Context: an optimization exercise on an open-source flow, tuned for small area and a short achievable clock period. The choices shown serve that exercise and are no tape-out recipe.
RTL that was checked went through simulation tests only; none was proved equivalent to the original.
No functional check of the RTL was part of runs 1, 2 and 5.
The flow treats the clock pin as an ideal source, which a real chip does not have.
No activity file was given, so power comes from the tool's default toggle rates.

`config.mk`:
```
export PLATFORM = sky130hd
export DESIGN_NAME = cpu_trace_buffer
export DESIGN_NICKNAME = cpu_trace_buffer
export VERILOG_FILES = /design/flow/design.v
export SDC_FILE = /design/flow/constraint.sdc
export NUM_CORES = 4
export LEC_CHECK = 0
export CAP_MARGIN = 20
export CORE_MARGIN = 2
export CORE_UTILIZATION = 65
export SETUP_SLACK_MARGIN = 1.9
export SLEW_MARGIN = 20
```
`constraint.sdc`:
```
create_clock -name core_clock -period 4.0 [get_ports {clk}]
set_input_delay 0.8000 -clock core_clock [delete_from_list [all_inputs] [get_ports {clk}]]
set_output_delay 0.8000 -clock core_clock [all_outputs]
set_load 0.01 [all_outputs]
```
`design.v`:
```
module cpu_trace_buffer #(
    parameter int unsigned DEPTH     = 64,
    parameter int unsigned POST_TRIG = 32,
    parameter int unsigned AW        = $clog2(DEPTH)
) (
    input  logic          clk,
    input  logic          rst,
    input  logic          arm,
    input  logic          force_trig,
    input  logic          trig_en,
    input  logic [15:0]   trig_pc,
    input  logic          trace_valid,
    input  logic [15:0]   trace_pc,
    input  logic [7:0]    trace_ir,
    input  logic [15:0]   trace_sp,
    input  logic [3:0]    trace_flags,
    input  logic          rd_en,
    output logic          rd_valid,
    output logic [43:0]   rd_data,
    output logic [1:0]    state,
    output logic [AW:0]   entries,
    output logic          done
);
    localparam int unsigned ENTRY_W = $bits(rd_data);
    localparam int unsigned RD_LO   = (POST_TRIG >= 1) ? POST_TRIG - 1 : 0;
    localparam int unsigned PW      = (POST_TRIG > 1) ? $clog2(POST_TRIG) : 1;
    localparam logic [1:0] StIdle  = 2'd0;
    localparam logic [1:0] StArmed = 2'd1;
    localparam logic [1:0] StPost  = 2'd2;
    localparam logic [1:0] StDone  = 2'd3;
    logic [1:0]         state_q, state_d;
    logic               armed_q, armed_d;
    logic               post_st_q, post_st_d;
    logic               done_q, done_d;
    logic [AW:0]        entries_q, entries_d, entn_q, cnt;
    logic               nonempty_q, nonempty_d;
    logic               rdok_q;                 
    logic               cap_q, cap_d;           
    logic               capnf_q;                
    logic               capfull_q;              
    logic               at_lo_q, at_lo_d;       
    logic [PW-1:0]      post_q, post_d;
    logic [DEPTH-1:RD_LO] rd_sel, rd_sel_d, rd_seln_q;
    logic               arm_q;                  
    logic               rd_valid_q;
    logic [ENTRY_W-1:0] rd_q, rd_next;
    logic [DEPTH*ENTRY_W-1:0] buf_q;
    logic               wr_fire, rd_fire, shift, trig_hit, full, grow, post_last, to_done;
    logic [ENTRY_W-1:0] wr_entry;
    assign wr_entry = {trace_pc, trace_ir, trace_sp, trace_flags};
    assign wr_fire   = !arm && cap_q && trace_valid;
    assign cnt       = ~entn_q;
    assign rd_fire   = !arm && rdok_q && rd_en;
    assign shift     = wr_fire || rd_fire;
    assign trig_hit  = (trig_en && trace_valid && (trace_pc == trig_pc)) || force_trig;
    assign full      = cnt[AW];
    assign grow      = !arm && capnf_q && trace_valid;
    assign post_last = (post_q == PW'(POST_TRIG - 1));
    always_comb begin
        if (POST_TRIG == 0) begin
            to_done = armed_q && trig_hit;
        end else begin
            to_done = post_st_q && trace_valid && post_last;
        end
    end
    always_comb begin
        if (arm) begin
            armed_d   = 1'b1;
            post_st_d = 1'b0;
            done_d    = 1'b0;
        end else begin
            armed_d   = armed_q && !trig_hit;
            post_st_d = (POST_TRIG != 0) && ((armed_q && trig_hit) || (post_st_q && !to_done));
            done_d    = done_q || to_done;
        end
        state_d = {post_st_d || done_d, armed_d || done_d};
        cap_d   = armed_d || post_st_d;
    end
    logic [AW:0] entries_inc, entries_dec;
    assign entries_inc = cnt + (AW+1)'(1);
    assign entries_dec = cnt - (AW+1)'(1);
    always_comb begin
        if (arm) begin
            at_lo_d = 1'b0;
        end else if (grow) begin
            at_lo_d = (cnt == (AW+1)'(RD_LO - 1));
        end else if (rd_fire) begin
            at_lo_d = (cnt == (AW+1)'(RD_LO + 1));
        end else begin
            at_lo_d = (cnt == (AW+1)'(RD_LO));
        end
    end
    always_comb begin
        if (arm) begin
            entries_d  = '0;
            nonempty_d = 1'b0;
        end else if (grow) begin
            entries_d  = entries_inc;
            nonempty_d = 1'b1;
        end else if (rd_fire) begin
            entries_d  = entries_dec;
            nonempty_d = (cnt != (AW+1)'(1));
        end else begin
            entries_d  = cnt;
            nonempty_d = nonempty_q;
        end
    end
    always_comb begin
        post_d = post_q;
        if (arm_q) begin
            post_d = '0;
        end else if (post_st_q && trace_valid) begin
            post_d = post_q + PW'(1);
        end
    end
    always_comb begin
        rd_sel_d = rd_sel;
        if (arm_q) begin
            rd_sel_d = '0;
        end else if (grow) begin
            for (int k = RD_LO; k < DEPTH; k++) begin
                if (k == RD_LO) begin
                    rd_sel_d[k] = at_lo_q;
                end else begin
                    rd_sel_d[k] = rd_sel[k-1];
                end
            end
        end
    end
    always_ff @(posedge clk or negedge rst) begin
        if (!rst) begin
            state_q    <= StIdle;
            armed_q    <= 1'b0;
            post_st_q  <= 1'b0;
            done_q     <= 1'b0;
            entries_q  <= '0;
            entn_q     <= '1;
            nonempty_q <= 1'b0;
            rdok_q     <= 1'b0;
            cap_q      <= 1'b0;
            capnf_q    <= 1'b0;
            capfull_q  <= 1'b0;
            at_lo_q    <= 1'b0;
            rd_valid_q <= 1'b0;
        end else begin
            state_q    <= state_d;
            armed_q    <= armed_d;
            post_st_q  <= post_st_d;
            done_q     <= done_d;
            entries_q  <= entries_d;
            entn_q     <= ~entries_d;
            nonempty_q <= nonempty_d;
            rdok_q     <= done_d && nonempty_d;
            cap_q      <= cap_d;
            capnf_q    <= cap_d && !entries_d[AW];
            capfull_q  <= cap_d && entries_d[AW];
            at_lo_q    <= at_lo_d;
            rd_valid_q <= rd_fire;
        end
    end
    always_ff @(posedge clk) begin
        post_q  <= post_d;
        rd_sel    <= rd_sel_d;
        rd_seln_q <= ~rd_sel_d;
        arm_q     <= arm;
        rd_q    <= rd_next;
    end
    always_ff @(posedge clk) begin
        if (shift) begin
            buf_q <= {buf_q[(DEPTH-1)*ENTRY_W-1:0], wr_entry};
        end
    end
    always_comb begin
        rd_next = '0;
        for (int k = RD_LO; k < DEPTH; k++) begin
            rd_next = rd_next | (buf_q[k*ENTRY_W +: ENTRY_W] &
                                 {{(ENTRY_W - ENTRY_W/2){~rd_seln_q[k]}}, {(ENTRY_W/2){rd_sel[k]}}});
        end
    end
    assign state    = state_q;
    assign done     = done_q;
    assign entries  = entries_q;
    assign rd_valid = rd_valid_q;
    assign rd_data  = rd_q;
endmodule
```
`flow/run.sh`:
```
#!/bin/bash
# Own layout flow: the standard ORFS flow (standard.sh, unchanged synthesis), with these
# changes to how the layout is made:
#  - the port buffers are plain sky130_fd_sc_hd__buf_2 cells (the default pick is a delay
#    cell that footprint-matched repair cannot swap out later);
#  - after repair_design, fanout_tree.tcl replaces the buffering of the storage enable net
#    (about 2800 DE pins) with a two-level grid tree;
#  - the clock tree uses sink clusters of 30 within 60 um and no dummy loads;
#  - after CTS, split_root.tcl gives the clock port four root buffers instead of one (each
#    drives the level-1 buffers on its side), so the balanced tree has a shorter delay.
# make's full output goes to flow_make.log here; each ORFS step keeps its own log under
# orfs/logs/ (the hooks print to 3_4_place_resized.log and 4_1_cts.log).
set -euo pipefail
cd "$(dirname "$0")/.."
bash standard.sh \
  'BUFFER_PORTS_ARGS=-buffer_cell sky130_fd_sc_hd__buf_2' \
  "POST_RESIZE_TCL=$PWD/flow/fanout_tree.tcl" \
  'CTS_ARGS=-sink_clustering_enable -repair_clock_nets -sink_clustering_size 30 -sink_clustering_max_diameter 60 -dont_use_dummy_load' \
  "POST_CTS_TCL=$PWD/flow/split_root.tcl" \
  finish > flow_make.log 2>&1
```
`flow/fanout_tree.tcl`:
```
# Rebuild the buffer tree of a high-fanout net as a two-level grid tree (own flow, see run.sh).
proc ft_is_buffer { inst } {
  set m [[$inst getMaster] getName]
  return [regexp {^sky130_fd_sc_hd__(buf|clkbuf|bufbuf)_[0-9]+$} $m]
}
proc ft_center { inst } {
  set bb [$inst getBBox]
  return [list [expr {([$bb xMin]+[$bb xMax])/2}] [expr {([$bb yMin]+[$bb yMax])/2}]]
}
proc build_fanout_tree { root_net ncol nrow leaf_cell mid_cell root_cell prefix sink_pin } {
  set block [ord::get_db_block]
  # collect sinks through existing buffers
  set sinks {}; set bufs {}; set nets {}
  set todo [list $root_net]
  while {[llength $todo]} {
    set net [lindex $todo 0]; set todo [lrange $todo 1 end]
    foreach it [$net getITerms] {
      if {![$it isInputSignal]} continue
      set inst [$it getInst]
      if {[ft_is_buffer $inst]} {
        lappend bufs $inst
        set onet [[$inst findITerm X] getNet]
        if {$onet != "NULL"} { lappend todo $onet; lappend nets $onet }
      } else {
        lappend sinks $it
      }
    }
  }
  puts "fanout tree [$root_net getName]: [llength $sinks] sinks, removing [llength $bufs] buffers"
  foreach b $bufs { foreach it [$b getITerms] { $it disconnect } ; odb::dbInst_destroy $b }
  foreach n $nets { odb::dbNet_destroy $n }
  # only pins named sink_pin go into the tree; other loads hang on the driver's net
  set tree_sinks {}
  foreach it $sinks {
    if {[[$it getMTerm] getName] eq $sink_pin} { lappend tree_sinks $it } else { $it disconnect; $it connect $root_net }
  }
  puts "fanout tree: [llength $tree_sinks] $sink_pin pins in the tree, [expr {[llength $sinks]-[llength $tree_sinks]}] other loads on the driver"
  set sinks $tree_sinks
  # optional root buffer next to the driver
  set top_net $root_net
  if {$root_cell ne ""} {
    set drv_it [$root_net getFirstOutput]
    set rootb [odb::dbInst_create $block [[ord::get_db] findMaster $root_cell] "${prefix}_root"]
    set top_net [odb::dbNet_create $block "${prefix}_rootnet"]
    [$rootb findITerm A] connect $root_net
    [$rootb findITerm X] connect $top_net
    set c [ft_center [$drv_it getInst]]
    $rootb setLocation [lindex $c 0] [lindex $c 1]
    $rootb setPlacementStatus PLACED
  }
  # sort sinks into columns by x, then rows by y
  set pts {}
  foreach it $sinks { set c [ft_center [$it getInst]]; lappend pts [list $it [lindex $c 0] [lindex $c 1]] }
  set pts [lsort -integer -index 1 $pts]
  set n [llength $pts]
  set leafm [[ord::get_db] findMaster $leaf_cell]
  set midm [[ord::get_db] findMaster $mid_cell]
  set li 0
  for {set c 0} {$c < $ncol} {incr c} {
    set col [lsort -integer -index 2 [lrange $pts [expr {$c*$n/$ncol}] [expr {($c+1)*$n/$ncol - 1}]]]
    set cn [llength $col]
    if {$cn == 0} continue
    set mid [odb::dbInst_create $block $midm "${prefix}_mid$c"]
    set mnet [odb::dbNet_create $block "${prefix}_midnet$c"]
    [$mid findITerm A] connect $top_net
    [$mid findITerm X] connect $mnet
    set msx 0; set msy 0; set mc 0
    for {set r 0} {$r < $nrow} {incr r} {
      set grp [lrange $col [expr {$r*$cn/$nrow}] [expr {($r+1)*$cn/$nrow - 1}]]
      if {[llength $grp] == 0} continue
      set sx 0; set sy 0
      foreach p $grp { set sx [expr {$sx + [lindex $p 1]}]; set sy [expr {$sy + [lindex $p 2]}] }
      set cx [expr {$sx / [llength $grp]}]; set cy [expr {$sy / [llength $grp]}]
      set leaf [odb::dbInst_create $block $leafm "${prefix}_leaf$li"]
      set lnet [odb::dbNet_create $block "${prefix}_leafnet$li"]
      incr li
      [$leaf findITerm A] connect $mnet
      [$leaf findITerm X] connect $lnet
      foreach p $grp { set it [lindex $p 0]; $it disconnect; $it connect $lnet }
      $leaf setLocation $cx $cy
      $leaf setPlacementStatus PLACED
      set msx [expr {$msx + $cx}]; set msy [expr {$msy + $cy}]; incr mc
    }
    $mid setLocation [expr {$msx / $mc}] [expr {$msy / $mc}]
    $mid setPlacementStatus PLACED
  }
  puts "fanout tree: $li leaf buffers ($leaf_cell), $ncol mid buffers ($mid_cell), root buffer '$root_cell'"
}

# The net feeding pin sink_pin of the first instance of cell sink_cell, traced back through
# buffers to the first driver that is not a buffer.
proc ft_source_net { sink_cell sink_pin } {
  set block [ord::get_db_block]
  set inst "NULL"
  foreach i [$block getInsts] {
    if {[[$i getMaster] getName] eq $sink_cell} { set inst $i; break }
  }
  set net [[$inst findITerm $sink_pin] getNet]
  while {1} {
    set drv [$net getFirstOutput]
    if {$drv == "NULL"} { return $net }
    set dinst [$drv getInst]
    if {![ft_is_buffer $dinst]} { return $net }
    set net [[$dinst findITerm A] getNet]
  }
}

# Post-resize hook: the storage enable (one net reaching the DE pin of every storage
# flip-flop, about 2800 pins) gets a buffer tree of its own: a root buffer by its driver,
# 8 column buffers, each driving 8 leaf buffers of about 44 DE pins. Detailed placement
# legalizes the new buffers next.
build_fanout_tree [ft_source_net sky130_fd_sc_hd__edfxtp_1 DE] 8 8 sky130_fd_sc_hd__buf_8 sky130_fd_sc_hd__buf_16 sky130_fd_sc_hd__buf_16 detree DE
```
`flow/split_root.tcl`:
```
# Clock root split for the own flow (see run.sh).
# Split the clock root buffer: the clock port drives NROOT buffers of the root's cell,
# each driving the level-1 buffers nearest to it.
proc split_clock_root { nroot } {
  set block [ord::get_db_block]
  set root [$block findInst clkbuf_0_clk]
  set master [$root getMaster]
  set in_net [[$root findITerm A] getNet]
  set out_net [[$root findITerm X] getNet]
  set loads {}
  foreach it [$out_net getITerms] {
    if {[$it isInputSignal]} { lappend loads $it }
  }
  set rx [lindex [$root getLocation] 0]; set ry [lindex [$root getLocation] 1]
  # group loads by angle around the root
  set groups {}
  for {set g 0} {$g < $nroot} {incr g} { lappend groups {} }
  set pi 3.14159265
  foreach it $loads {
    set inst [$it getInst]
    set bb [$inst getBBox]
    set x [expr {([$bb xMin]+[$bb xMax])/2.0 - $rx}]; set y [expr {([$bb yMin]+[$bb yMax])/2.0 - $ry}]
    set a [expr {atan2($y,$x) + $pi}]
    set g [expr {int($a / (2*$pi) * $nroot) % $nroot}]
    lset groups $g [concat [lindex $groups $g] [list $it]]
  }
  set first 1
  for {set g 0} {$g < $nroot} {incr g} {
    set grp [lindex $groups $g]
    if {[llength $grp] == 0} continue
    # centroid of the group's loads, pulled halfway toward the root
    set sx 0; set sy 0
    foreach it $grp { set bb [[$it getInst] getBBox]; set sx [expr {$sx + ([$bb xMin]+[$bb xMax])/2.0}]; set sy [expr {$sy + ([$bb yMin]+[$bb yMax])/2.0}] }
    set cx [expr {int(($sx/[llength $grp] + $rx)/2)}]; set cy [expr {int(($sy/[llength $grp] + $ry)/2)}]
    if {$first} {
      set buf $root; set net $out_net; set first 0
      foreach it $loads { if {[lsearch -exact $grp $it] < 0} { $it disconnect } }
      $root setLocation $cx $cy
    } else {
      set buf [odb::dbInst_create $block $master "clkbuf_0_clk_split$g"]
      $buf setLocation $cx $cy
      $buf setPlacementStatus PLACED
      set net [odb::dbNet_create $block "clknet_0_clk_split$g"]
      $net setSigType CLOCK
      [$buf findITerm A] connect $in_net
      [$buf findITerm X] connect $net
      foreach it $grp { $it connect $net }
    }
    puts "root group $g: [llength $grp] loads at $cx $cy"
  }
}

# Post-CTS hook: the clock port drives four root buffers instead of one, each driving the
# level-1 clock buffers on its side of the die, which shortens the whole clock tree's
# insertion delay; then legalize the new buffers.
split_clock_root 4
detailed_placement
check_placement -verbose
```
`standard.sh`:
```
#!/bin/bash
# synth_recipe.tcl (not shown) runs the flow's synth.tcl, then flattens the netlist and writes it again
# the make line also repeats each setting of config.mk as NAME=value (left out here)
make -C /OpenROAD-flow-scripts/flow DESIGN_CONFIG=/design/flow/config.mk WORK_HOME=/design/flow/orfs CLKGATE_MAP_FILE= SYNTH_SCRIPT=/design/flow/synth_recipe.tcl "${@:-finish}"
```
==> metrics.md, run 1 <==
| Metric | Value |
|---|---|
| CORE AREA | `between 0.1 and 0.15 mm^2` |
| Pre-CTS WS | `1.30 ns` |
| Commonest cells after routing, fill and taps aside | `edfxtp_1 (2816), a22oi_1 (559), clkbuf_16 (149)` |
| CP Data Required Time | `around 4.4 ns` |
| Clock latency (worst-skew pair) | `0.58 ns` |
| Yosys warns | `1` |
| IO buf count | `roughly 120` |
| DRT antenna net count | `0` |
| Clock slew at reported path FFs | `approximately 0.10 ns` |
| Max FO, Critical Path | `22` |
| Area after DPL | `just over 0.1 mm^2` |
| Global-route wire length before repair | `between 200000 and 300000 um` |
| Critical path capture point type | `register` |
| Post-synthesis sequential area ratio | `~90%` |
| TNS Setup | `0 ns` |
| Mapped Avg Cell Area | `about 22 um^2` |
| CP Capture Point | `rd_q[23]$_DFF_P_` |
| Outcome | `finished clean` |
| Fin. max-slew vios | `0` |
| Critical path's largest stage delay | `around 0.40 ns` |
| Setup ws final | `1.92 ns` |
| Mapped Area | `between 0.09 and 0.1 mm^2` |
| Initial core utilization | `around two thirds` |
| Period utilization | `52.1%` |
| Synth unique cells | `60` |
| Slew @ Worst Pin | `1.25 ns` |
| Slowest CP cell | `or3_1` |
| Post-DP HPWL | `a little under 100000 um` |
| DRC Markers | `0` |
| Number of synthesized flops with an enable pin | `2816` |
| Starting DRT DRC Count | `6119` |
| Die Ht | `390 um` |
| Max rail drop VDD | `just over 0.0004 V` |
| Final core utilization | `roughly 71%` |
| Crit Path Category | `register to register` |
| Rows | `141` |
| Vias in the first global route | `~40000` |
| Max Cap Viol | `0` |
| Reg-to-reg endpoint | `rd_q[23]$_DFF_P_` |
| Met2 Use GR | `36.9%` |
| Vias | `around 42000` |
| CP startpoint | `rd_seln_q[48]$_DFF_P_` |
| Final hold violation count | `0` |
| Final Skew | `0.0651 ns` |
| Critical Path Stages | `5` |
| Largest cells by area after synthesis | `edfxtp_1 (87%), a22oi_1 (4.3%), dfxtp_1 (2.4%)` |
| RSZ-0062 raised after global routing | `false` |
| Reg2reg setup slack | `about 1.9 ns` |
| Crit path time final | `2.08 ns` |
| WP buf/inv | `1` |
| Die area | `roughly 0.15 mm^2` |
| CP delay by family, top | `compound AO/OA/AOI/OAI gates` |
| # IOs | `122` |
| GRT Overall Usage | `24.2%` |
| Final setup viols | `0` |
| Final WL | `about 190000 um` |
| Static leakage | `between 30 and 40 nW` |
| Synthesized instance count | `about 4300` |
| R2r startpoint | `rd_seln_q[48]$_DFF_P_` |
| Power Density | `around 500 mW/mm^2` |
| Cell chain of the critical path | `inv_2 -> a22o_1 -> a221oi_1 -> nand4_1 -> or3_1` |
| Nets | `4612` |
| Power Total | `51.3 mW` |
| Max_slew headroom | `16.4%` |
| TritonCTS clock tree | `built` |
| Initial antenna violation count | `2` |
| Synth Register Bits | `about 3000` |
| M1 GR Usage | `between 30% and 40%` |
| Final instance area | `around 0.10 mm^2` |
| M3 GR Usage | `between 3 and 4%` |
| WL/cell | `roughly 29 um` |
| Most used DFF post-synth | `edfxtp_1` |
| Via/cell ratio | `between 6 and 7` |
| RePlAce Congestion | `around 0.83` |
| Yosys top cell area share | `between 80% and 90%` |
| Fmax | `roughly 480 MHz` |
| Worst r2r path cells | `5` |
| Min-Delay Path Class | `register to register` |
| Largest net degree at the start of global routing | `45` |
| Synth area leader | `edfxtp_1` |
| Mapped Nets | `roughly 4400` |
| Area grow syn2layout | `8.04%` |
| Fraction of layout cells with a size suffix above 1 | `between 10% and 20%` |
| # clock sinks | `between 2000 and 3000` |
| Die width | `a little under 400 um` |
| Startpoint Class | `register` |
| Drt first pass iters | `9` |
| Commonest non-fill, non-tap cell in the layout | `edfxtp_1` |
| Async set or reset register ratio after synthesis | `less than 1%` |
| Crit path DAT | `2.50 ns` |
| Layer with the highest usage | `met1` |
| GRT overflow | `0` |
==> state kept, by name, indices dropped and copies added, names as in the netlist <==
| name | count |
|---|---|
| rd_sel | 33 |
| done_q | 1 |
| rdok_q | 1 |
| cap_q | 1 |
| state_q | 2 |
| at_lo_q | 1 |
| entries_q | 7 |
| arm_q | 1 |
| rd_valid_q | 1 |
| armed_q | 1 |
| rd_seln_q | 33 |
| entn_q | 7 |
| capnf_q | 1 |
| rd_q | 44 |
| post_st_q | 1 |
| buf_q | 2816 |
| post_q | 5 |
| nonempty_q | 1 |
==> area by class of cell, clock buffers not listed <==
| class | count | area [um^2] |
|---|---|---|
| repair buffers | 141 | 852 |
| multi-input cells | 1146 | 8500 |
| fillers | 8846 | 43200 |
| plain buffers | 76 | 1280 |
| inverters | 72 | 313 |
| diodes | 2 | 5.00 |
| flip-flops and latches | 2957 | 87600 |
| well taps | 1930 | 2410 |
==> where the power goes <==
group / leakage, nW / switching [mW] / internal, mW
clock: 1.84 / 8.57 / 6.68
sequential: 25.6 / 0.347 / 34.8
combinational: 4.58 / 0.695 / 0.187
==> cell usage after synthesis, types with 28 or more instances <==
cell      instances
edfxtp_1       2816
nand2_1          33
or2_1            28
a22oi_1         559
inv_1            48
dfxtp_1         116
mux2i_1          37
clkbuf_1        113
nand3_1          55
a222oi_1         35
a22o_1           56
nand4_1         113
==> cells by family after synthesis <==
family,share of synthesized area [%]
compound gates,5.98
xor+xnor,0.199
fa+ha+maj,0.0646
buf+inv,0.881
flops,90.4
mux,0.410
simple gates,2.11
==> per-stage QoR <==
stage | hold WS [ns] | cells
after floorplan | 0.400 | 4316
after global placement | 0.400 | 6318
after detailed placement | 0.405 | 6317
after global routing | 0.372 | 6468
final | 0.374 | 6470
==> per-layer routing <==
metal | up-vias | part of all wire, %
li1 | 18200 | -
met5 | - | 0.0070
met3 | 363 | 9.7
met4 | 2 | 2.9
met1 | 21700 | 41
met2 | 2195 | 46
==> worst min-delay path by stage <==
stage / slack, ns / endpoint / start / depth (start not counted)
after floorplan: 0.40 / buf_q[1000]$_DFFE_PP_ / buf_q[956]$_DFFE_PP_ / 0
after global placement: 0.40 / buf_q[1264]$_DFFE_PP_ / buf_q[1220]$_DFFE_PP_ / 0
after detailed placement: 0.40 / buf_q[1007]$_DFFE_PP_ / buf_q[963]$_DFFE_PP_ / 0
after global routing: 0.37 / buf_q[231]$_DFFE_PP_ / buf_q[187]$_DFFE_PP_ / 0
final: 0.37 / buf_q[231]$_DFFE_PP_ / buf_q[187]$_DFFE_PP_ / 0
==> run 2: changes to the inputs <==
--- a/design.v
+++ b/design.v
@@ -117,7 +117,7 @@
         rd_sel_d = rd_sel;
         if (arm_q) begin
             rd_sel_d = '0;
-        end else if (grow) begin
+        end else if (capnf_q && trace_valid) begin
             for (int k = RD_LO; k < DEPTH; k++) begin
                 if (k == RD_LO) begin
                     rd_sel_d[k] = at_lo_q;
--- a/config.mk
+++ b/config.mk
@@ -8,5 +8,5 @@
 export CAP_MARGIN = 20
 export CORE_MARGIN = 2
 export CORE_UTILIZATION = 65
-export SETUP_SLACK_MARGIN = 1.9
+export SETUP_SLACK_MARGIN = 2.1
 export SLEW_MARGIN = 20
==> run 2 against run 1 <==
  * Fmax increased by 4.8%
  * Critical path depth is the same
  * Sequential cell count unchanged
  * Via count rose by 5.7%
  * Die area up 1.1%
  * Total power up 1.1%
  * Combinational power increased by 38%
  * Clock power about the same
  * Final cell count increased by 7.4%
  * Synthesized area grew 1.1%
  * Critical path type unchanged
==> metrics.md, run 2 <==
| Metric | Value |
|---|---|
| Max_slew headroom | `21.1% (+4.7 points)` |
| Mapped Avg Cell Area | `21.9 um^2 (-2.2%)` |
| Vias | `44800 (+5.7%)` |
| Final instance area | `0.111 mm^2 (+5.8%)` |
| Crit path DAT | `2.45 ns (-0.05 ns)` |
| DRC Markers | `0 (unchanged)` |
| Synthesized instance count | `4461 (+3.4%)` |
| Yosys top cell area share | `86.4% (-0.95 points)` |
| Global-route wire length before repair | `287000 um (+7.1%)` |
| CP Data Required Time | `4.46 ns (+0.04 ns)` |
| Max FFs per register | `2816 (unchanged)` |
| Outcome | `finished clean` |
| Power Total | `51.9 mW (+1.1%)` |
| GRT overflow | `0 (unchanged)` |
| Largest net degree at the start of global routing | `45 (unchanged)` |
| RSZ-0062 raised after global routing | `true` |
| Commonest non-fill, non-tap cell in the layout | `edfxtp_1` |
| Post-DP HPWL | `115000 um (+17%)` |
| Area after DPL | `0.102 mm^2 (+1.7%)` |
| DRT antenna net count | `0 (unchanged)` |
| Largest cells by area after synthesis | `edfxtp_1 (86%), a22oi_1 (3.6%), dfxtp_1 (2.4%)` |
| Static leakage | `35.0 nW (+9.4%)` |
| Drt first pass iters | `6 (-3)` |
| Fillcell total | `8457 (-4.4%)` |
| Top reg by flops | `buf_q` |
| Crit path time final | `1.99 ns (-0.0961 ns)` |
| Async set or reset register ratio after synthesis | `0.845% (unchanged)` |
| Synth Register Bits | `2957 (unchanged)` |
| Hold Crit Start | `buf_q[1228]$_DFFE_PP_` |
| Initial core utilization | `65.4% (-0.14 points)` |
| Final Skew | `0.0882 ns (+0.0232 ns)` |
| Slew @ Worst Pin | `1.18 ns (-0.0710 ns)` |
| Max rail drop VDD | `0.000414 V (about the same)` |
| Finished Layout Cells | `6948 (+7.4%)` |
| Final WL | `207000 um (+12%)` |
| Initial antenna violation count | `2 (unchanged)` |
| Area grow syn2layout | `13.1%` |
| Largest registers | `buf_q x2816, rd_q x44` |
| Max FO, Critical Path | `12 (-45%)` |
| Final hold violation count | `0 (unchanged)` |
| Power Density | `469 mW/mm^2 (-4.4%)` |
| IO buf count | `121 (unchanged)` |
| Mapped Nets | `4533 (+3.3%)` |
| Via/cell ratio | `6.45 (-1.6%)` |
| Nets | `5000 (+8.4%)` |
| Clock slew at reported path FFs | `0.11 ns (about the same)` |
| Commonest cells after routing, fill and taps aside | `edfxtp_1 (2816), a22oi_1 (472), nor2b_1 (211)` |
| Die area | `0.154 mm^2 (+1.1%)` |
| List of most frequent post-synthesis cells | `edfxtp_1 (2816), a22oi_1 (476), nor2b_1 (212)` |
| GRT Overall Usage | `26.1% (+1.9 points)` |
| CORE AREA | `0.150 mm^2 (+1.3%)` |
| TritonCTS clock tree | `built` |
| TNS Setup | `0 ns (unchanged)` |
| Crit Path Category | `register to register` |
| # IOs | `122 (unchanged)` |
| Die Ht | `392 um (+0.54%)` |
| R2r startpoint | `rd_seln_q[49]$_DFF_P_` |
| Pre-CTS WS | `1.27 ns (-0.0339 ns)` |
| Clock latency (worst-skew pair) | `0.60 ns (+0.02 ns)` |
| Setup ws final | `2.01 ns (+0.0961 ns)` |
| Fmax | `503 MHz (+4.8%)` |
| # clock sinks | `2957 (unchanged)` |
| Rows | `142 (+0.71%)` |
| RePlAce Congestion | `0.879 (+6.1%)` |
| WL/cell | `29.8 um (+4.0%)` |
| Vias in the first global route | `42300 (+5.0%)` |
| Most used DFF post-synth | `edfxtp_1` |
| Placed Instances | `6635 (+5.0%)` |
| Final setup viols | `0 (unchanged)` |
| Yosys warns | `1 (unchanged)` |
| Fin. max-slew vios | `0 (unchanged)` |
| Mapped Area | `0.0979 mm^2 (+1.1%)` |
| Starting DRT DRC Count | `6052 (-1.1%)` |
| Die width | `392 um (+0.54%)` |
| Synth unique cells | `59 (-1.7%)` |
| Fraction of layout cells with a size suffix above 1 | `16.6% (+6.1 points)` |
| Final core utilization | `73.9% (+3.1 points)` |
| Startpoint Class | `register` |
| Post-synthesis sequential area ratio | `89.4% (-0.98 points)` |
| Most common cell in the netlist | `edfxtp_1` |
| Critical path capture point type | `register` |
| Hold_ws | `0.379 ns (+0.00492 ns)` |
| Number of synthesized flops with an enable pin | `2816 (unchanged)` |
| Period utilization | `49.7% (-2.4 points)` |
| CP startpoint | `rd_seln_q[49]$_DFF_P_` |
| Max Cap Viol | `0 (unchanged)` |
| Min-Delay Path Class | `register to register` |
| Synth area leader | `edfxtp_1` |
==> run 2: cell types whose count changed in the layout (fill, tap and decap cells not counted), moves of 52 or more <==
cell / before / now
a22o_1: 56 / 4
a22oi_1: 559 / 472
and2b_1: 8 / 84
buf_12: 0 / 70
buf_4: 18 / 116
buf_8: 64 / 7
clkbuf_16: 149 / 204
nor2b_1: 8 / 211
==> run 2: logic make-up (layout without fill, tap and decap cells) <==
logic type | after synthesis | count (layout) | synth area share [%]
fa+ha+maj | 5 | 5 | 0.0639
mux | 39 | 39 | 0.401
flops | 2957 | 2957 | 89.4
buf+inv | 195 | 660 | 0.837
other cells | 0 | 6 | 0
compound gates | 642 | 642 | 5.33
simple gates | 605 | 605 | 3.83
xor+xnor | 18 | 18 | 0.161
==> run 2: area by class of cell, clock buffers not listed <==
class                           instances  area, um^2  area share [%]
Antenna cell                            6        15.0          0.0136
Inverter                               74         338           0.305
Multi-Input combinational cell       1309       10300            9.26
Sequential cell                      2957       87700            79.3
Buffer                                 76        1870            1.69
Timing Repair Buffer                  362        4260            3.85
Tap cell                             2016        2520            2.28
==> run 2: power breakdown <==
group	switching [mW]	total, mW	internal [mW]
Sequential	0.363	35.2	34.8
Combinational	0.786	1.22	0.437
Clock	8.69	15.5	6.77
Total	9.83	51.9	42.1
==> run 2: routing by layer <==
| layer | vias up | GRT usage, % | routed length [um] |
|---|---|---|---|
| met3 | 456 | 4.98 | 21900 |
| met2 | 2404 | 39.2 | 94400 |
| met1 | 23000 | 39.6 | 83300 |
| met4 | 0 | 8.42 | 7770 |
| met5 | - | 0 | 0 |
| li1 | 19000 | - | - |
==> run 2: worst paths after layout <==
path | endpoint | slack [ns] | cells after the start
min in group asynchronous | state_q[1]$_DFF_PN0_ | 0.78 | 2
worst min-delay path | buf_q[1272]$_DFFE_PP_ | 0.38 | 0
max in group asynchronous | entries_q[1]$_DFF_PN0_ | 2.77 | 2
worst max-delay path | rd_q[41]$_DFF_P_ | 2.01 | 5
worst max register to register | rd_q[41]$_DFF_P_ | 2.01 | 5
worst min register to register | buf_q[1272]$_DFFE_PP_ | 0.38 | 0
==> run 2: worst max-delay path, stage by stage (launching register included) <==
cell and delay [ns]:
dfxtp_2 0.37, clkinvlp_4 0.16, buf_12 0.21, a2111oi_1 0.41, nand4_1 0.15, or4_1 0.56
==> run 3: changes to the inputs <==
--- a/design.v
+++ b/design.v
@@ -40,8 +40,7 @@
     logic               capfull_q;              
     logic               at_lo_q, at_lo_d;       
     logic [PW-1:0]      post_q, post_d;
-    logic [DEPTH-1:RD_LO] rd_sel, rd_sel_d, rd_seln_q;
-    logic               arm_q;                  
+    logic [DEPTH-1:RD_LO] rd_sel, rd_sel_d;    
     logic               rd_valid_q;
     logic [ENTRY_W-1:0] rd_q, rd_next;
     logic [DEPTH*ENTRY_W-1:0] buf_q;
@@ -107,7 +106,7 @@
     end
     always_comb begin
         post_d = post_q;
-        if (arm_q) begin
+        if (arm) begin
             post_d = '0;
         end else if (post_st_q && trace_valid) begin
             post_d = post_q + PW'(1);
@@ -115,9 +114,9 @@
     end
     always_comb begin
         rd_sel_d = rd_sel;
-        if (arm_q) begin
+        if (arm) begin
             rd_sel_d = '0;
-        end else if (capnf_q && trace_valid) begin
+        end else if (grow) begin
             for (int k = RD_LO; k < DEPTH; k++) begin
                 if (k == RD_LO) begin
                     rd_sel_d[k] = at_lo_q;
@@ -160,9 +159,7 @@
     end
     always_ff @(posedge clk) begin
         post_q  <= post_d;
-        rd_sel    <= rd_sel_d;
-        rd_seln_q <= ~rd_sel_d;
-        arm_q     <= arm;
+        rd_sel  <= rd_sel_d;
         rd_q    <= rd_next;
     end
     always_ff @(posedge clk) begin
@@ -173,8 +170,7 @@
     always_comb begin
         rd_next = '0;
         for (int k = RD_LO; k < DEPTH; k++) begin
-            rd_next = rd_next | (buf_q[k*ENTRY_W +: ENTRY_W] &
-                                 {{(ENTRY_W - ENTRY_W/2){~rd_seln_q[k]}}, {(ENTRY_W/2){rd_sel[k]}}});
+            rd_next = rd_next | (buf_q[k*ENTRY_W +: ENTRY_W] & {ENTRY_W{rd_sel[k]}});
         end
     end
     assign state    = state_q;
--- a/config.mk
+++ b/config.mk
@@ -8,5 +8,5 @@
 export CAP_MARGIN = 20
 export CORE_MARGIN = 2
 export CORE_UTILIZATION = 65
-export SETUP_SLACK_MARGIN = 2.1
+export SETUP_SLACK_MARGIN = 1.9
 export SLEW_MARGIN = 20
==> run 3 against run 2 <==
  * Still clean on timing, DRC and antenna
  * First-iteration DRC count increased by 1.1%
  * Wire length fell by 9.0%
  * Synthesized cell count is 3.6% lower
  * Total power down 1.4%
  * Highest routed layer is now met5
==> metrics.md, run 3 <==
| Metric | Value |
|---|---|
| Outcome | `finished clean` |
| Die width | `388 um (-1.1%)` |
| Async set or reset register ratio after synthesis | `0.855% (+0.0098 points)` |
| Initial antenna violation count | `2 (unchanged)` |
| # clock sinks | `2923 (-1.1%)` |
| Fraction of layout cells with a size suffix above 1 | `10.2% (-6.4 points)` |
| Max Cap Viol | `0 (unchanged)` |
| Initial core utilization | `65.6% (+0.19 points)` |
| Max FO, Critical Path | `29 (+17)` |
| Multiplexer share of the synthesized area | `0.0536% (-0.35 points)` |
| CORE AREA | `0.146 mm^2 (-2.6%)` |
| Power Density | `492 mW/mm^2 (+4.9%)` |
| Starting DRT DRC Count | `6121 (+1.1%)` |
| Number of synthesized flops with an enable pin | `2816 (unchanged)` |
| DRC Markers | `0 (unchanged)` |
| Post-DP HPWL | `97700 um (-15%)` |
| Slew @ Worst Pin | `1.09 ns (-0.0940 ns)` |
| Max rail drop VDD | `0.000420 V (+1.5%)` |
| RSZ-0062 raised after global routing | `true` |
| Mapped Area | `0.0957 mm^2 (-2.3%)` |
| Hold_ws | `0.383 ns (+0.00407 ns)` |
| Startpoint Class | `register` |
| Global-route wire length before repair | `268000 um (-6.6%)` |
| Mapped Nets | `4372 (-3.6%)` |
| Synth area leader | `edfxtp_1` |
| Max FFs per register | `2816 (unchanged)` |
| # IOs | `122 (unchanged)` |
| Static leakage | `31.3 nW (-10%)` |
| Crit path DAT | `2.48 ns (+0.03 ns)` |
| List of most frequent post-synthesis cells | `edfxtp_1 (2816), a22oi_1 (660), clkbuf_1 (155)` |
| Commonest cells after routing, fill and taps aside | `edfxtp_1 (2816), a22oi_1 (660), clkbuf_16 (152)` |
| Final hold violation count | `0 (unchanged)` |
| DRT antenna net count | `0 (unchanged)` |
| Compound-gate portion of the synthesized area | `5.86% (+0.53 points)` |
| WL/cell | `29.3 um (-1.7%)` |
| Vias | `42700 (-4.7%)` |
| Vias in the first global route | `40400 (-4.3%)` |
| Most common cell in the netlist | `edfxtp_1` |
| Yosys top cell area share | `88.4% (+2.0 points)` |
| Die Ht | `388 um (-1.1%)` |
| Final WL | `189000 um (-9.0%)` |
| Largest registers | `buf_q x2816, rd_q x44, rd_sel x33` |
| Final Skew | `0.0673 ns (-0.0210 ns)` |
| Min-Delay Path Class | `register to register` |
| CP Data Required Time | `4.40 ns (-0.06 ns)` |
| TNS Setup | `0 ns (unchanged)` |
| Final setup viols | `0 (unchanged)` |
| Mapped Avg Cell Area | `22.2 um^2 (+1.4%)` |
| Xor/xnor share of the synthesized area | `0.156% (-0.0054 points)` |
| Synth Area in Adders | `0.0654% (+0.0015 points)` |
| Synthesized instance count | `4300 (-3.6%)` |
| Drt first pass iters | `6 (unchanged)` |
| Post-synthesis sequential area ratio | `90.8% (+1.4 points)` |
| Top reg by flops | `buf_q` |
| Most used DFF post-synth | `edfxtp_1` |
| Clock latency (worst-skew pair) | `0.60 ns (about the same)` |
| Critical path capture point type | `register` |
| Synth unique cells | `50 (-15%)` |
| Fillcell total | `8636 (+2.1%)` |
| Commonest non-fill, non-tap cell in the layout | `edfxtp_1` |
| GRT Overall Usage | `24.5% (-1.6 points)` |
| Die area | `0.150 mm^2 (-2.3%)` |
| Pre-CTS WS | `1.25 ns (-0.0178 ns)` |
| Reg2reg setup slack | `1.92 ns (-0.09 ns)` |
| Nets | `4587 (-8.3%)` |
| RePlAce Congestion | `0.816 (-7.2%)` |
| Largest cells by area after synthesis | `edfxtp_1 (88%), a22oi_1 (5.2%), dfxtp_1 (1.7%)` |
| Setup ws final | `1.92 ns (-0.0944 ns)` |
| Crit Path Category | `register to register` |
| Max_slew headroom | `27.4% (+6.3 points)` |
| Rows | `140 (-1.4%)` |
| Fmax | `480 MHz (-4.5%)` |
| IO buf count | `121 (unchanged)` |
| Synth Area in Simple Gates | `2.34% (-1.5 points)` |
| GRT overflow | `0 (unchanged)` |
| Area grow syn2layout | `8.81%` |
| Synth Register Bits | `2923 (-1.1%)` |
| Largest family of logic cells by synthesized area | `compound AO/OA/AOI/OAI gates` |
| Period utilization | `52.0% (+2.4 points)` |
| Yosys warns | `1 (unchanged)` |
| Largest net degree at the start of global routing | `45 (unchanged)` |
| Via/cell ratio | `6.64 (+2.9%)` |
| TritonCTS clock tree | `built` |
| Fin. max-slew vios | `0 (unchanged)` |
| Crit path time final | `2.08 ns (+0.0944 ns)` |
| Clock slew at reported path FFs | `0.10 ns (about the same)` |
run 3: metrics by stage:
step	total power [mW]	cells	utilization [%]	cell area, um^2
2_1_floorplan	37.2	4300	-	95700
3_3_place_gp	36.4	6284	68.3	99600
3_5_place_dp	36.5	6267	68.3	99600
5_1_grt	52.6	6430	71.3	104000
6_report	51.2	6431	71.3	104000
run 3: final cells by class, clock buffers not listed:
cell class	count	area, um^2	area share (%)
sequential	2923	87000	83.6
multi-input combinational	1187	8120	7.80
tap	1917	2400	2.30
buffer	76	1580	1.52
timing repair buffer	169	1230	1.18
inverter	9	46.3	0.0445
antenna	1	2.50	0.00240
run 3: path summary, 6_finish.rpt:
| kind | start | end | cells after the start |
|---|---|---|---|
| max | rd_sel[54]$_SDFFE_PP0P_ | rd_q[20]$_DFF_P_ | 5 |
| min in group asynchronous | rst | entries_q[5]$_DFF_PN0_ | 2 |
| min reg2reg | buf_q[1262]$_DFFE_PP_ | buf_q[1306]$_DFFE_PP_ | 0 |
| max reg2reg | rd_sel[54]$_SDFFE_PP0P_ | rd_q[20]$_DFF_P_ | 5 |
| min | buf_q[1262]$_DFFE_PP_ | buf_q[1306]$_DFFE_PP_ | 0 |
| max in group asynchronous | rst | cap_q$_DFF_PN0_ | 2 |
run 3: layer usage:
| layer | GRT usage, % | vias to the layer above | wire length [um] | share of wire, % |
|---|---|---|---|---|
| met2 | 36.8 | 2347 | 86600 | 46 |
| met3 | 5.25 | 357 | 20900 | 11 |
| li1 | - | 18100 | - | - |
| met5 | 0 | - | 13 | 0.0069 |
| met4 | 6.40 | 2 | 5490 | 2.9 |
| met1 | 37.6 | 21900 | 75700 | 40 |
run 3: cells by family after synthesis:
group | count (synthesis)
XOR/XNOR | 17
buffers and inverters | 190
AO/OA/AOI/OAI | 733
multiplexers | 5
adder cells (fa/ha/maj) | 5
flip-flops | 2923
AND/OR/NAND/NOR | 427
run 3: critical path, cell delays in order (launching register included):
cell and delay [ns]:
dfxtp_4 0.61, buf_6 0.35, a22oi_1 0.24, nand4_1 0.16, nor4_2 0.39, nand2_1 0.16
run 3: power breakdown:
part	switching, mW	internal [mW]	leakage [nW]
clock	8.58	6.81	1.87
combinational	0.698	0.224	4.08
sequential	0.352	34.5	25.4
==> run 4: changes to the inputs <==
--- a/flow/fanout_tree.tcl
+++ b/flow/fanout_tree.tcl
@@ -32,7 +32,7 @@
   # only pins named sink_pin go into the tree; other loads hang on the driver's net
   set tree_sinks {}
   foreach it $sinks {
-    if {[[$it getMTerm] getName] eq $sink_pin} { lappend tree_sinks $it } else { $it disconnect; $it connect $root_net }
+    if {$sink_pin eq "" || [[$it getMTerm] getName] eq $sink_pin} { lappend tree_sinks $it } else { $it disconnect; $it connect $root_net }
   }
   puts "fanout tree: [llength $tree_sinks] $sink_pin pins in the tree, [expr {[llength $sinks]-[llength $tree_sinks]}] other loads on the driver"
   set sinks $tree_sinks
@@ -54,16 +54,20 @@
   set pts [lsort -integer -index 1 $pts]
   set n [llength $pts]
   set leafm [[ord::get_db] findMaster $leaf_cell]
-  set midm [[ord::get_db] findMaster $mid_cell]
+  if {$mid_cell ne ""} { set midm [[ord::get_db] findMaster $mid_cell] }
   set li 0
   for {set c 0} {$c < $ncol} {incr c} {
     set col [lsort -integer -index 2 [lrange $pts [expr {$c*$n/$ncol}] [expr {($c+1)*$n/$ncol - 1}]]]
     set cn [llength $col]
     if {$cn == 0} continue
-    set mid [odb::dbInst_create $block $midm "${prefix}_mid$c"]
-    set mnet [odb::dbNet_create $block "${prefix}_midnet$c"]
-    [$mid findITerm A] connect $top_net
-    [$mid findITerm X] connect $mnet
+    if {$mid_cell ne ""} {
+      set mid [odb::dbInst_create $block $midm "${prefix}_mid$c"]
+      set mnet [odb::dbNet_create $block "${prefix}_midnet$c"]
+      [$mid findITerm A] connect $top_net
+      [$mid findITerm X] connect $mnet
+    } else {
+      set mnet $top_net
+    }
     set msx 0; set msy 0; set mc 0
     for {set r 0} {$r < $nrow} {incr r} {
       set grp [lrange $col [expr {$r*$cn/$nrow}] [expr {($r+1)*$cn/$nrow - 1}]]
@@ -81,10 +85,12 @@
       $leaf setPlacementStatus PLACED
       set msx [expr {$msx + $cx}]; set msy [expr {$msy + $cy}]; incr mc
     }
-    $mid setLocation [expr {$msx / $mc}] [expr {$msy / $mc}]
-    $mid setPlacementStatus PLACED
+    if {$mid_cell ne ""} {
+      $mid setLocation [expr {$msx / $mc}] [expr {$msy / $mc}]
+      $mid setPlacementStatus PLACED
+    }
   }
-  puts "fanout tree: $li leaf buffers ($leaf_cell), $ncol mid buffers ($mid_cell), root buffer '$root_cell'"
+  puts "fanout tree [$root_net getName]: $li leaf buffers ($leaf_cell), $ncol mid buffers ($mid_cell), root buffer '$root_cell'"
 }
 
 # The net feeding pin sink_pin of the first instance of cell sink_cell, traced back through
@@ -110,3 +116,15 @@
 # 8 column buffers, each driving 8 leaf buffers of about 44 DE pins. Detailed placement
 # legalizes the new buffers next.
 build_fanout_tree [ft_source_net sky130_fd_sc_hd__edfxtp_1 DE] 8 8 sky130_fd_sc_hd__buf_8 sky130_fd_sc_hd__buf_16 sky130_fd_sc_hd__buf_16 detree DE
+
+# The read select: each one-hot select flip-flop drives one input of the read mux in
+# every bit (44 loads); give each of them 4 leaf buffers of about 11 loads.
+foreach inst [[ord::get_db_block] getInsts] {
+  if {[regexp {^rd_sel} [$inst getName]] && [[$inst getMaster] getName] ne "" && [$inst findITerm Q] ne "NULL"} {
+    set net [[$inst findITerm Q] getNet]
+    if {$net ne "NULL" && [llength [$net getITerms]] > 12} {
+      set tag [regsub -all {[^A-Za-z0-9_]} [$inst getName] {_}]
+      build_fanout_tree $net 2 2 sky130_fd_sc_hd__buf_4 "" "" seltree_$tag ""
+    }
+  }
+}
==> run 4 against run 3 <==
  * Via count is 1.9% higher
  * Combinational power about the same
  * Register-to-register slack better by 0.13 ns
  * Core utilization is 0.42 points higher
  * Clock power barely moved
  * Global-route usage up 1.5 points
  * Critical path type is now input port to register
  * Critical endpoint is now buf_q[2787]$_DFFE_PP_
  * Largest cell class unchanged
==> metrics.md, run 4 <==
| Metric | Value |
|---|---|
| Period utilization | `51.9% (-0.14 points)` |
| TNS Setup | `0 ns (unchanged)` |
| Fin. max-slew vios | `0 (unchanged)` |
| DRT antenna net count | `0 (unchanged)` |
| Final Skew | `0.0751 ns (+0.00783 ns)` |
| DRC Markers | `0 (unchanged)` |
| IO buf count | `121 (unchanged)` |
| Slew @ Worst Pin | `0.762 ns (-0.327 ns)` |
| Die area | `0.150 mm^2 (unchanged)` |
| CP Data Required Time | `4.23 ns (-0.17 ns)` |
| # IOs | `122 (unchanged)` |
| Max Cap Viol | `0 (unchanged)` |
| WL/cell | `30.2 um (+2.8%)` |
| Static leakage | `31.8 nW (+1.5%)` |
| GRT overflow | `0 (unchanged)` |
| Max FFs per register | `2816 (unchanged)` |
| Commonest non-fill, non-tap cell in the layout | `edfxtp_1` |
| Crit path time final | `2.08 ns (-0.00570 ns)` |
| Largest registers | `buf_q x2816, rd_q x44, rd_sel x33` |
| Post-synthesis sequential area ratio | `90.8% (unchanged)` |
| Outcome | `finished clean` |
| Die width | `388 um (unchanged)` |
| Synth area leader | `edfxtp_1` |
| Critical path capture point type | `register` |
| Starting DRT DRC Count | `6561 (+7.2%)` |
| Crit Path Category | `input port to register` |
| Max rail drop VDD | `0.000432 V (+2.9%)` |
| Synth unique cells | `50 (unchanged)` |
| Fraction of layout cells with a size suffix above 1 | `11.9% (+1.7 points)` |
| Fmax | `482 MHz (+0.27%)` |
| Die Ht | `388 um (unchanged)` |
| Crit path DAT | `2.30 ns (-0.18 ns)` |
| RePlAce Congestion | `0.816 (unchanged)` |
| Power Density | `489 mW/mm^2 (-0.43%)` |
| Nets | `4675 (+1.9%)` |
| Commonest cells after routing, fill and taps aside | `edfxtp_1 (2816), a22oi_1 (660), clkbuf_16 (153)` |
| Synthesized instance count | `4300 (unchanged)` |
| Max FO, Critical Path | `44 (+52%)` |
| Synth Register Bits | `2923 (unchanged)` |
| Vias | `43500 (+1.9%)` |
| Number of synthesized flops with an enable pin | `2816 (unchanged)` |
| Vias in the first global route | `41200 (+1.8%)` |
| Mapped Area | `0.0957 mm^2 (unchanged)` |
| Async set or reset register ratio after synthesis | `0.855% (unchanged)` |
| Yosys top cell area share | `88.4% (unchanged)` |
| RSZ-0062 raised after global routing | `true` |
| Startpoint Class | `input port` |
| Hold_ws | `0.377 ns (-0.00624 ns)` |
| Most used DFF post-synth | `edfxtp_1` |
| Clock slew at reported path FFs | `0.09 ns (about the same)` |
| Min-Delay Path Class | `register to register` |
| List of most frequent post-synthesis cells | `edfxtp_1 (2816), a22oi_1 (660), clkbuf_1 (155)` |
| Final hold violation count | `0 (unchanged)` |
| Mapped Avg Cell Area | `22.2 um^2 (unchanged)` |
| Yosys warns | `1 (unchanged)` |
| Final setup viols | `0 (unchanged)` |
| Most common cell in the netlist | `edfxtp_1` |
| Post-DP HPWL | `114000 um (+17%)` |
| Initial antenna violation count | `19 (+17)` |
| Mapped Nets | `4372 (unchanged)` |
| Clock latency (worst-skew pair) | `0.60 ns (about the same)` |
| Final WL | `197000 um (+4.5%)` |
| GRT Overall Usage | `26.0% (+1.5 points)` |
| Max_slew headroom | `49.2% (+22 points)` |
| TritonCTS clock tree | `built` |
| Largest cells by area after synthesis | `edfxtp_1 (88%), a22oi_1 (5.2%), dfxtp_1 (1.7%)` |
| Top reg by flops | `buf_q` |
| Initial core utilization | `65.6% (unchanged)` |
| CORE AREA | `0.146 mm^2 (unchanged)` |
| Largest net degree at the start of global routing | `45 (unchanged)` |
| Drt first pass iters | `7 (+1)` |
| Area grow syn2layout | `9.45%` |
| Via/cell ratio | `6.65 (+0.19%)` |
| # clock sinks | `2923 (unchanged)` |
| Rows | `140 (unchanged)` |
| Fillcell total | `8598 (-0.44%)` |
| Global-route wire length before repair | `282000 um (+5.0%)` |
-- run 4: kinds of logic after synthesis --
logic type	count (synthesis)	synth area share, %
DFF	2923	90.8
AOI/OAI and AO/OA	733	5.86
and+or+nand+nor	427	2.34
buffers and inverters	190	0.755
xor gates and xnor gates	17	0.156
muxes	5	0.0536
adders and majority gates	5	0.0654
-- run 4: worst paths after layout --
kind                                       from                      to  slack (ns)  depth (start not counted)
max                                         arm   buf_q[2787]$_DFFE_PP_        1.92                          7
min in group asynchronous                   rst  entries_q[5]$_DFF_PN0_        0.76                          2
max in group asynchronous                   rst  entries_q[2]$_DFF_PN0_        2.82                          2
max reg2reg                    rdok_q$_DFF_PN0_   buf_q[2787]$_DFFE_PP_        2.05                          6
min reg2reg                buf_q[165]$_DFFE_PP_    buf_q[209]$_DFFE_PP_        0.38                          0
min                        buf_q[165]$_DFFE_PP_    buf_q[209]$_DFFE_PP_        0.38                          0
-- run 4: stage by stage --
step	cell area, um^2	std cells	util, %	setup slack (ns)	total power [mW]
3_5_place_dp	100000	6362	68.8	1.24	36.5
3_3_place_gp	99600	6284	68.3	0.880	36.4
5_1_grt	105000	6529	71.7	1.89	52.7
2_1_floorplan	95700	4300	-	-18.60	37.2
6_report	105000	6539	71.8	1.92	51.2
-- run 4: area by class of cell, clock buffers not listed --
class / count / area, um^2 / share of cell area [%]
plain buffers: 204 / 2560 / 2.44
well taps: 1917 / 2400 / 2.29
diodes: 21 / 52.6 / 0.0502
inverters: 9 / 46.3 / 0.0442
repair buffers: 128 / 790 / 0.754
multi-input cells: 1187 / 8110 / 7.75
flip-flops and latches: 2923 / 87000 / 83.1
-- run 4: worst max-delay path, stage by stage --
cell and delay (ns):
buf_2 0.10, nand3b_1 0.34, inv_2 0.15, a31o_4 0.13
buf_16 0.19, buf_16 0.23, buf_12 0.27
-- run 4: layer usage --
metal | vias up | GRT usage [%] | wire [um]
met1 | 21900 | 37.8 | 76700
met3 | 560 | 8.00 | 24100
li1 | 18300 | - | -
met5 | - | 0.383 | 313
met2 | 2628 | 37.7 | 87500
met4 | 28 | 9.78 | 8570
-- run 4: report_power, final --
group / switching [mW] / internal (mW)
Clock: 8.61 / 6.85
Combinational: 0.698 / 0.226
Sequential: 0.352 / 34.5
==> run 5: changes to the inputs <==
--- a/design.v
+++ b/design.v
@@ -41,6 +41,7 @@
     logic               at_lo_q, at_lo_d;       
     logic [PW-1:0]      post_q, post_d;
     logic [DEPTH-1:RD_LO] rd_sel, rd_sel_d;    
+    logic               arm_q;                  
     logic               rd_valid_q;
     logic [ENTRY_W-1:0] rd_q, rd_next;
     logic [DEPTH*ENTRY_W-1:0] buf_q;
@@ -106,7 +107,7 @@
     end
     always_comb begin
         post_d = post_q;
-        if (arm) begin
+        if (arm_q) begin
             post_d = '0;
         end else if (post_st_q && trace_valid) begin
             post_d = post_q + PW'(1);
@@ -114,9 +115,9 @@
     end
     always_comb begin
         rd_sel_d = rd_sel;
-        if (arm) begin
+        if (arm_q) begin
             rd_sel_d = '0;
-        end else if (grow) begin
+        end else if (capnf_q && trace_valid) begin
             for (int k = RD_LO; k < DEPTH; k++) begin
                 if (k == RD_LO) begin
                     rd_sel_d[k] = at_lo_q;
@@ -159,7 +160,8 @@
     end
     always_ff @(posedge clk) begin
         post_q  <= post_d;
-        rd_sel  <= rd_sel_d;
+        rd_sel    <= rd_sel_d;
+        arm_q     <= arm;
         rd_q    <= rd_next;
     end
     always_ff @(posedge clk) begin
==> run 5 against run 4 <==
  * Still clean
  * Sequential share of layout area grew 0.22 points
  * Fmax shrank 0.21%
  * Core utilization shrank 0.15 points
  * Combinational power shrank 3.9%
  * Total power shrank 0.30%
  * Critical path type unchanged
  * Critical endpoint is now buf_q[2490]$_DFFE_PP_
==> metrics.md, run 5 <==
| Metric | Value |
|---|---|
| Reg-to-reg endpoint | `rd_q[14]$_DFF_P_` |
| Synth area leader | `edfxtp_1` |
| CP startpoint | `arm` |
| RSZ-0062 raised after global routing | `true` |
| Max FO, Critical Path | `44 (unchanged)` |
| Multiplexer share of the synthesized area | `0.0536% (about the same)` |
| Largest cells by area after synthesis | `edfxtp_1 (88%), a22oi_1 (5.2%), dfxtp_1 (1.7%)` |
| Outcome | `finished clean` |
| Pre-CTS WS | `1.35 ns (+0.107 ns)` |
| Die Ht | `388 um (about the same)` |
| WL/cell | `30.3 um (+0.34%)` |
| IO buf count | `121 (unchanged)` |
| Most used DFF post-synth | `edfxtp_1` |
| Slew @ Worst Pin | `1.02 ns (+0.256 ns)` |
| CP Capture Point | `buf_q[2490]$_DFFE_PP_` |
| Crit path time final | `2.08 ns (+0.00436 ns)` |
| Final Skew | `0.0648 ns (-0.0103 ns)` |
| Nets | `4669 (-0.13%)` |
| Largest net degree at the start of global routing | `45 (unchanged)` |
| Rows | `140 (unchanged)` |
| List of most frequent post-synthesis cells | `edfxtp_1 (2816), a22oi_1 (661), nand4_1 (138)` |
| Number of synthesized flops with an enable pin | `2816 (unchanged)` |
| Setup ws final | `1.92 ns (-0.00436 ns)` |
| GRT overflow | `0 (unchanged)` |
| Synth unique cells | `48 (-4.0%)` |
| Max Cap Viol | `0 (unchanged)` |
| Critical path capture point type | `register` |
| Crit path DAT | `2.30 ns (about the same)` |
| Final WL | `198000 um (+0.34%)` |
| Startpoint Class | `input port` |
| Synth Area in Adders | `0.0654% (about the same)` |
| Synth Area in Simple Gates | `2.16% (-0.18 points)` |
| Synth Register Bits | `2924 (+0.034%)` |
| Reg2reg setup slack | `1.92 ns (-0.13 ns)` |
| Fraction of layout cells with a size suffix above 1 | `11.9% (about the same)` |
| RePlAce Congestion | `0.815 (about the same)` |
| Synthesized instance count | `4296 (-0.093%)` |
| Clock slew at reported path FFs | `0.10 ns (about the same)` |
| Clock latency (worst-skew pair) | `0.58 ns (-0.02 ns)` |
| Yosys warns | `1 (unchanged)` |
| Die area | `0.150 mm^2 (about the same)` |
| Critical path's largest stage delay | `0.32 ns (-0.02 ns)` |
| FF+latch area | `0.0870 mm^2 (about the same)` |
| Xor/xnor share of the synthesized area | `0.183% (+0.027 points)` |
| DRT antenna net count | `0 (unchanged)` |
| Vias | `43800 (+0.64%)` |
| Fin. max-slew vios | `0 (unchanged)` |
| Power Density | `489 mW/mm^2 (about the same)` |
| R2r startpoint | `rd_sel[32]$_SDFFE_PP0P_` |
| TritonCTS clock tree | `built` |
| Area after DPL | `0.100 mm^2 (about the same)` |
| Area of the multi-input gates | `0.00811 mm^2 (unchanged)` |
| Compound-gate portion of the synthesized area | `6.01% (+0.15 points)` |
| Crit Path Category | `input port to register` |
| Most common cell in the netlist | `edfxtp_1` |
| Post-synthesis sequential area ratio | `90.8% (about the same)` |
| Period utilization | `52.0% (+0.11 points)` |
| GRT Overall Usage | `26.1% (+0.10 points)` |
| Global-route wire length before repair | `283000 um (+0.36%)` |
| Area grow syn2layout | `9.20%` |
| CP Data Required Time | `4.22 ns (about the same)` |
| CORE AREA | `0.146 mm^2 (unchanged)` |
| Max rail drop VDD | `0.000403 V (-6.6%)` |
| Commonest cells after routing, fill and taps aside | `edfxtp_1 (2816), a22oi_1 (661), clkbuf_16 (152)` |
| Largest registers | `buf_q x2816, rd_q x44, rd_sel x33` |
| Final setup viols | `0 (unchanged)` |
| Static leakage | `31.5 nW (-0.95%)` |
| # IOs | `122 (unchanged)` |
| Mapped Nets | `4368 (-0.091%)` |
| Worst r2r path cells | `5 (-1)` |
| Die width | `388 um (about the same)` |
| Drt first pass iters | `9 (+2)` |
| Initial core utilization | `65.6% (about the same)` |
| Top reg by flops | `buf_q` |
| Commonest non-fill, non-tap cell in the layout | `edfxtp_1` |
| Cell chain of the critical path | `clkbuf_4 -> nand3b_4 -> clkinv_4 -> a31o_4 -> buf_16 -> buf_16 -> buf_8` |
| Post-DP HPWL | `116000 um (+1.6%)` |
| Largest family of logic cells by synthesized area | `compound AO/OA/AOI/OAI gates` |
| Initial antenna violation count | `13 (-6)` |
| TNS Setup | `0 ns (unchanged)` |
| Mapped Area | `0.0957 mm^2 (about the same)` |
| Final instance area | `0.104 mm^2 (-0.22%)` |
| Crit-path most repeated cell | `buf_16` |
| # clock sinks | `2924 (+0.034%)` |
| Async set or reset register ratio after synthesis | `0.855% (about the same)` |
| Final hold violation count | `0 (unchanged)` |
| Mapped Avg Cell Area | `22.3 um^2 (+0.11%)` |
| DRC Markers | `0 (unchanged)` |
| Max_slew headroom | `32.2% (-17 points)` |
| Yosys top cell area share | `88.4% (about the same)` |
| Via/cell ratio | `6.70 (+0.64%)` |
| Slowest CP cell | `buf_8` |
| Vias in the first global route | `41600 (+0.93%)` |
| Starting DRT DRC Count | `6196 (-5.6%)` |
| Max FFs per register | `2816 (unchanged)` |
| Fillcell total | `8599 (+0.012%)` |
| Min-Delay Path Class | `register to register` |
| Fmax | `481 MHz (-0.21%)` |
==> run 5: cell count changes after synthesis, moves of 2 or more <==
| cell | delta |
|---|---|
| inv_1 | -2 |
| nand3b_1 | -2 |
| and2_1 | +3 |
| nor3_1 | -2 |
| a21oi_1 | +31 |
| nor4_1 | -3 |
| and2_2 | -2 |
| nand3_1 | -31 |
| xnor2_1 | +3 |
| buf_1 | +35 |
| nand2_1 | -2 |
| clkbuf_1 | -35 |
==> run 5: critical path, delay by kind of cell <==
family | cells | cell delay, ns
buf+inv | 5 | 1.06
simple gates | 1 | 0.23
compound gates | 1 | 0.12
==> run 5: through the flow <==
stage / hold slack (ns) / total power [mW] / cells / util [%]
after floorplan: 0.400 / 37.2 / 4296 / -
after global placement: 0.400 / 36.4 / 6288 / 68.3
after detailed placement: 0.405 / 36.5 / 6358 / 68.8
after global routing: 0.359 / 52.6 / 6518 / 71.6
final: 0.387 / 51.1 / 6539 / 71.6
==> run 5: cells by family (layout without fill, tap and decap cells) <==
kind of cell,count (synthesis),after routing
AO/OA/AOI/OAI,763,763
XOR/XNOR,20,20
adder cells (fa/ha/maj),5,5
buffers and inverters,188,487
flip-flops,2924,2924
multiplexers,5,5
other,0,27
AND/OR/NAND/NOR,391,391
==> run 5: report_power, final <==
part	internal (mW)	switching, mW	leakage [nW]
clock	6.80	8.52	1.87
sequential	34.5	0.358	25.4
combinational	0.190	0.698	4.23
==> run 5: final cells by class, clock buffers not listed <==
type,count,share of cell area [%]
Sequential cell,2924,83.3
Tap cell,1917,2.30
Inverter,7,0.0299
Buffer,204,2.20
Antenna cell,27,0.0647
Multi-Input combinational cell,1184,7.77
Timing Repair Buffer,127,0.774
==> run 5: layer usage <==
metal | up-vias | global-route usage (%) | routed length, um
met1 | 22200 | 36.7 | 75000
li1 | 18300 | - | -
met5 | - | 0.957 | 192
met4 | 18 | 10.2 | 9280
met3 | 591 | 8.23 | 24300
met2 | 2688 | 38.8 | 89100
==> run 5: worst min path at each step <==
stage / from / endpoint / slack [ns] / depth (start not counted)
global placement: buf_q[800]$_DFFE_PP_ / buf_q[844]$_DFFE_PP_ / 0.40 / 0
finish: buf_q[227]$_DFFE_PP_ / buf_q[271]$_DFFE_PP_ / 0.39 / 0
global route: trace_sp[4] / buf_q[8]$_DFFE_PP_ / 0.36 / 1
detailed placement: buf_q[956]$_DFFE_PP_ / buf_q[1000]$_DFFE_PP_ / 0.40 / 0
floorplan: buf_q[956]$_DFFE_PP_ / buf_q[1000]$_DFFE_PP_ / 0.40 / 0

-- separate check: timing with driven ports --
The results above use ideal ports. As a check the final layouts listed here were re-extracted and re-timed, cells and wires unchanged.
Step 1: set_driving_cell puts a clkbuf_16 on clk and a buf_2 on each other input, an assumption about the parent block.
Step 2, shift: input delay + t, output delay - t, t = (earliest + latest rising clock arrival at the registers) / 2. This alone moves slack from input paths to output paths.
a / b / c = ideal / step 1 / step 2; a / b = the first two.
| run | t (ns) | setup slack, ns | worst setup path at the end | clock arrival spread, ns | cell pins on the clock port's net |
|---|---|---|---|---|---|
| run 1 | 0.680 | 1.916 / 1.913 / 1.392 | input to register | 0.073 / 0.072 | 4 |
| run 2 | 0.689 | 2.013 / 1.954 / 1.475 | input to register | 0.089 / 0.089 | 4 |
| run 3 | 0.695 | 1.918 / 1.918 / 1.343 | input to register | 0.077 / 0.077 | 4 |
| run 4 | 0.690 | 1.924 / 1.912 / 1.338 | input to register | 0.076 / 0.075 | 4 |
| run 5 | 0.683 | 1.919 / 1.892 / 1.353 | input to register | 0.071 / 0.070 | 4 |
After both steps every run listed still meets setup and hold. For run 4, which loses most, drivers alone change the setup slack by -0.012 ns; drivers and shift together by -0.586 ns.
